Context: an optimization exercise on an open-source flow, tuned for small area, a short achievable clock period and few clock cycles. The choices shown serve that exercise and are no tape-out recipe. Where RTL was checked, it was by simulation tests only, not by an equivalence proof against the original. Power figures rest on the tool's default switching activity, not on a simulated workload.

lagoon:
==> flow/design.v (excerpt) <==
module laser_stripe_center_extract (
  input  logic                clk,
  input  logic                rst_n,
  input  logic                in_push,
  output logic                in_full,
  input  logic [7:0]          in_pixel,
  input  logic                in_row_end,
  input  logic                in_frame_end,
  output logic                out_empty,
  input  logic                out_pop,
  output logic [lsce_pkg::ROW_W-1:0]    out_row_number,
  output logic                out_found,
  output logic [lsce_pkg::CENTRE_W-1:0] out_centre_q8,
  output logic                out_last,
  input  logic                cfg_valid,
  output logic                cfg_ready,
  input  logic [1:0]          cfg_index,
  input  logic [12:0]         cfg_data
);
  logic [8:0]         thr_r;
  logic signed [12:0] wmin_r, wmax_r;
  logic        job_free, job_idle_next, job_load, job_found, job_last;
  logic [8:0]  job_p, job_s;
  logic [9:0]  job_d1, job_d2;
  logic [11:0] job_pkc, job_trc;
  logic        res_pop;
  assign cfg_ready = 1'b1;
  always_ff @(posedge clk) begin
    if (!rst_n) begin
      thr_r  <= 9'd35;
      wmin_r <= 13'sd1;
      wmax_r <= 13'sd20;
    end else if (cfg_valid) begin
      case (cfg_index)
        2'd0: thr_r  <= cfg_data[8:0];
        2'd1: wmin_r <= $signed(cfg_data);
        2'd2: wmax_r <= $signed(cfg_data);
        default: begin
        end
  ...
clock: 8.0 ns
lec_check: 0
cap_margin: 20
core_margin: 2
core_utilization: 40
cts_buf_list: sky130_fd_sc_hd__clkbuf_8
cts_cluster_diameter: 60
cts_cluster_size: 16
slew_margin: 20
standard.sh (not shown) runs the stock make flow with config.mk's settings and CLKGATE_MAP_FILE= SYNTH_SCRIPT=/design/flow/synth_recipe.tcl, a recipe that flattens the netlist after the stock synthesis.
==> flow/flow/run.sh <==
#!/bin/bash
set -euo pipefail
bash standard.sh SETUP_SLACK_MARGIN=5.2 "BUFFER_PORTS_ARGS=-buffer_cell sky130_fd_sc_hd__buf_2" finish > standard_flow.log 2>&1
Testbench counts of lagoon, summed over its fixed seeds: cycles 85,102.
--- input diff lagoon..delta ---
Settings: changing CTS_BUF_LIST from sky130_fd_sc_hd__clkbuf_8 to sky130_fd_sc_hd__clkbuf_8 sky130_fd_sc_hd__clkbuf_16; changing CTS_CLUSTER_SIZE from 16 to 12; changing CTS_CLUSTER_DIAMETER from 60 to 50.
## What came out
Final worst slack is higher on delta. u_front.row_r[2] as the beginning of the critical path was reported by delta, and u_front.row_r[3] by lagoon. delta vs. lagoon: global-route usage saw an increase, areal power density over the cells went up 14%.
Here is what was changed in the inputs of fjord compared with delta.
Settings: swapping 12 for 16 in CTS_CLUSTER_SIZE; swapping sky130_fd_sc_hd__clkbuf_8 sky130_fd_sc_hd__clkbuf_16 for sky130_fd_sc_hd__clkbuf_8 in CTS_BUF_LIST; swapping 50 for 60 in CTS_CLUSTER_DIAMETER.
==> flow/flow/run.sh <==
#!/bin/bash
set -euo pipefail
bash standard.sh SETUP_SLACK_MARGIN=5.35 "BUFFER_PORTS_ARGS=-buffer_cell sky130_fd_sc_hd__buf_2" finish > standard_flow.log 2>&1
--- outcome ---
From delta to fjord the numbers moved as follows: wire length moved up; worst hold slack moved up; multi-input combinational cell count level; wire length of the first global-routing pass moved up; share of total power consumed by net switching moved up. Min part of the total power dissipated in sequential elements across delta and fjord: delta. Post-layout minimum cycle time in fjord is 28 ps above delta. Max synthesis-to-layout area growth across delta and fjord: fjord. fjord vs delta, most area-hungry cell class in the final design: multi-input combinational cells vs registers.

========
laser_stripe_center_extract again, from the RTL that the note above started with.
==> flow/config.mk <==
export PLATFORM = sky130hd
export DESIGN_NAME = laser_stripe_center_extract
export DESIGN_NICKNAME = laser_stripe_center_extract
export VERILOG_FILES = /design/flow/design.v
export SDC_FILE = /design/flow/constraint.sdc
export NUM_CORES = 4
export LEC_CHECK = 0
export CAP_MARGIN = 20
export CORE_MARGIN = 2
export CORE_UTILIZATION = 40
export CTS_BUF_LIST = sky130_fd_sc_hd__clkbuf_8
export CTS_CLUSTER_DIAMETER = 60
export CTS_CLUSTER_SIZE = 16
export SLEW_MARGIN = 20
==> flow/constraint.sdc <==
create_clock -name core_clock -period 8.0 [get_ports {clk}]
set_input_delay 1.6000 -clock core_clock [delete_from_list [all_inputs] [get_ports {clk}]]
set_output_delay 1.6000 -clock core_clock [all_outputs]
set_load 0.01 [all_outputs]
==> flow/flow/run.sh <==
#!/bin/bash
set -euo pipefail
bash standard.sh SETUP_SLACK_MARGIN=5.1 "BUFFER_PORTS_ARGS=-buffer_cell sky130_fd_sc_hd__buf_2" finish > standard_flow.log 2>&1
The first run passed the timing, DRC and antenna checks.
Testbench counts at the start, summed over its fixed seeds: cycles 85,102.
Edit:
==> flow/flow/run.sh (replaced) <==
#!/bin/bash
set -euo pipefail
bash standard.sh SETUP_SLACK_MARGIN=5.2 "BUFFER_PORTS_ARGS=-buffer_cell sky130_fd_sc_hd__buf_2" finish > standard_flow.log 2>&1
- CTS_BUF_LIST: sky130_fd_sc_hd__clkbuf_8 -> sky130_fd_sc_hd__clkbuf_16
What happened: The new run ran to the end with no violations. Synthesized cell count does not change. Worst setup slack improves by 0.095 ns. Critical path depth is unchanged.
Edit:
==> flow/flow/run.sh (replaced) <==
#!/bin/bash
set -euo pipefail
bash standard.sh SETUP_SLACK_MARGIN=5.2 finish > standard_flow.log 2>&1
- CTS_BUF_LIST: sky130_fd_sc_hd__clkbuf_16 -> sky130_fd_sc_hd__clkbuf_8
The new run completed without violations. Cell count rises by 1.3%. Routed wire length rises by 2.1%. Total power falls by 8.7%. Hold slack gains 0.010 ns. Die area stays the same. Register-to-register slack gains 0.02 ns. Sequential share of layout area falls by 0.26 points. Fmax barely changes. Global-route usage rises by 0.29 points. Utilization rises by 0.41 points.

========
laser_stripe_center_extract, a different RTL version from the one above (not shown whole).
Size: ~1700 cells after synthesis, roughly 300 flip-flops, ~67 I/O pins, about 0.018 mm² of cells after synthesis.
clock: 8.0 ns
lec_check: 0
cap_margin: 20
core_margin: 2
core_utilization: 40
cts_buf_list: sky130_fd_sc_hd__clkbuf_4 sky130_fd_sc_hd__clkbuf_8
slew_margin: 20
==> flow/flow/run.sh <==
#!/bin/bash
set -euo pipefail
bash standard.sh SETUP_SLACK_MARGIN=5.2 finish > standard_flow.log 2>&1
==> next run, changes <==
CTS_BUF_LIST = sky130_fd_sc_hd__clkbuf_16   (was sky130_fd_sc_hd__clkbuf_4 sky130_fd_sc_hd__clkbuf_8)
CTS_CLUSTER_DIAMETER = 100   (was not set)
CTS_CLUSTER_SIZE = 30   (was not set)
After rerunning:
- The changed run produced a clean layout
- area after synthesis does not change
- maximum frequency went down by 5.6%
- routed wire length shrinks by 2.1%
==> next run, changes <==
CORE_UTILIZATION = 60   (was 40)
CTS_BUF_LIST = not set   (was sky130_fd_sc_hd__clkbuf_16)
CTS_CLUSTER_DIAMETER = not set   (was 100)
CTS_CLUSTER_SIZE = not set   (was 30)
After rerunning:
- design area grows slightly
- utilization went up by 25 points
- wire length shrinks by a few percent
==> next run, changes <==
CORE_UTILIZATION = 40   (was 60)
CTS_BUF_LIST = sky130_fd_sc_hd__clkbuf_8   (was not set)
CTS_CLUSTER_DIAMETER = 60   (was not set)
CTS_CLUSTER_SIZE = 16   (was not set)
After rerunning: The changed run finished with timing, DRC and antenna clean; clock-buffer cell count went down by 17; wire length went up by 6.2%; via count stays flat; combinational power hardly moves; final cell count increases by 8.7%.
No run of this note included a check of the RTL's function; only the layout flow was run.

========
Another version of the RTL of laser_stripe_center_extract (not shown whole).
Size: about 1900 cells after synthesis, about 270 flip-flops, about 67 I/O pins, roughly 0.018 mm² of cells after synthesis.
Design laser_stripe_center_extract, start of the top module:
module laser_stripe_center_extract (
  input  logic                clk,
  input  logic                rst_n,
  input  logic                in_push,
  output logic                in_full,
  input  logic [7:0]          in_pixel,
  input  logic                in_row_end,
  input  logic                in_frame_end,
  output logic                out_empty,
  input  logic                out_pop,
  output logic [lsce_pkg::ROW_W-1:0]    out_row_number,
  output logic                out_found,
  output logic [lsce_pkg::CENTRE_W-1:0] out_centre_q8,
  output logic                out_last,
  input  logic                cfg_valid,
  output logic                cfg_ready,
  input  logic [1:0]          cfg_index,
  input  logic [12:0]         cfg_data
);
  logic [8:0]         thr_r;
  logic signed [12:0] wmin_r, wmax_r;
  logic        job_free, job_load, job_found, job_last;
  logic [8:0]  job_p, job_s;
  logic [9:0]  job_d1, job_d2;
  logic [11:0] job_pkc, job_trc, job_row;
  assign cfg_ready = 1'b1;
  always_ff @(posedge clk) begin
    if (!rst_n) begin
      thr_r  <= 9'd35;
      wmin_r <= 13'sd1;
      wmax_r <= 13'sd20;
    end else if (cfg_valid) begin
      case (cfg_index)
        2'd0: thr_r  <= cfg_data[8:0];
        2'd1: wmin_r <= $signed(cfg_data);
        2'd2: wmax_r <= $signed(cfg_data);
        default: begin
        end
      endcase
    end
  end
  lsce_front u_front (
    .clk       (clk),
    .rst_n     (rst_n),
    .in_push   (in_push),
    .in_full   (in_full),
    .in_pixel  (in_pixel),
    .in_row_end(in_row_end),
    .in_frame_end(in_frame_end),
    .thr       (thr_r),
    .job_free  (job_free),
    .job_load  (job_load),
    .job_p     (job_p),
    .job_d1    (job_d1),
    .job_s     (job_s),
    .job_d2    (job_d2),
    .job_pkc   (job_pkc),
    .job_trc   (job_trc),
    .job_found (job_found),
    .job_row   (job_row),
    .job_last  (job_last)
  );
  lsce_back u_back (
    .clk            (clk),
    .rst_n          (rst_n),
    .wmin           (wmin_r),
    .wmax           (wmax_r),
  ...
Settings: LEC_CHECK=0, ABC_CLOCK_PERIOD_IN_PS=3000, CAP_MARGIN=20, CORE_MARGIN=2, CORE_UTILIZATION=40, SETUP_SLACK_MARGIN=5, SLEW_MARGIN=20; clock period 8.0 ns.
run.sh (not shown) runs the stock make flow with config.mk's settings and CLKGATE_MAP_FILE= SYNTH_SCRIPT=/design/flow/synth_recipe.tcl, a recipe that flattens the netlist after the stock synthesis.
Stock flow here: none of the scripts above is used.
The baseline passed the timing, DRC and antenna checks.
Testbench counts at the start, summed over its fixed seeds: cycles 84,936.
==> next run, changes <==
Settings changed: ABC_CLOCK_PERIOD_IN_PS 3000 to not set, SETUP_SLACK_MARGIN 5 to not set.
=> Combinational power went down by about 18%. Global-route usage shrinks by 2.3 points. Utilization goes down by 4.0 points. Power drops by 7.5%. Wire length went down by about 11%.

==> static timing again, ports no longer ideal <==
How much do the figures lean on ideal ports? The routed layouts below were timed once more, with nothing changed but the port constraints. Step 1: set_driving_cell puts a clkbuf_16 on clk and a buf_2 on each other input, an assumption about the parent block. Step 2 also shifts input and output timing later by t, the mid clock arrival at the registers, as if the neighbouring blocks saw the same clock. a / b / c = no drivers / after step 1 / after step 2; a / b = the first two.
run | shift t [ns] | setup slack, ns | hold WS [ns] | worst data-port slew with drivers (ns)
lagoon | 0.665 | 5.257 / 5.211 / 4.868 | 0.423 / 0.423 / 0.423 | 0.05
delta | 0.589 | 5.270 / 5.221 / 4.868 | 0.418 / 0.418 / 0.418 | 0.06
fjord | 0.653 | 5.241 / 5.196 / 4.899 | 0.427 / 0.427 / 0.427 | 0.04
the first run of note 2 | 0.665 | 5.162 / 5.115 / 4.907 | 0.428 / 0.428 / 0.428 | 0.04
the second run of note 2 | 0.619 | 5.257 / 5.206 / 4.865 | 0.420 / 0.420 / 0.420 | 0.06
the third run of note 2 | 0.654 | 5.256 / 5.206 / 4.644 | 0.430 / 0.430 / 0.430 | 0.04
the first run of note 3 | 0.646 | 5.226 / 5.176 / 4.704 | 0.417 / 0.417 / 0.417 | 0.05
the second run of note 3 | 0.551 | 5.062 / 5.088 / 4.537 | 0.429 / 0.429 / 0.429 | 0.05
the third run of note 3 | 0.561 | 5.215 / 5.186 / 4.684 | 0.418 / 0.418 / 0.418 | 0.04
the fourth run of note 3 | 0.668 | 5.163 / 5.112 / 4.664 | 0.428 / 0.428 / 0.428 | 0.06
the first run of note 4 | 0.643 | 3.213 / 3.213 / 3.213 | 0.426 / 0.426 / 0.426 | 0.07
the second run of note 4 | 0.639 | 1.917 / 1.917 / 1.917 | 0.426 / 0.426 / 0.426 | 0.04
After both steps every run listed still meets setup and hold. For the third run of note 2, which loses most, drivers alone change the setup slack by -0.050 ns; drivers and shift together by -0.612 ns.
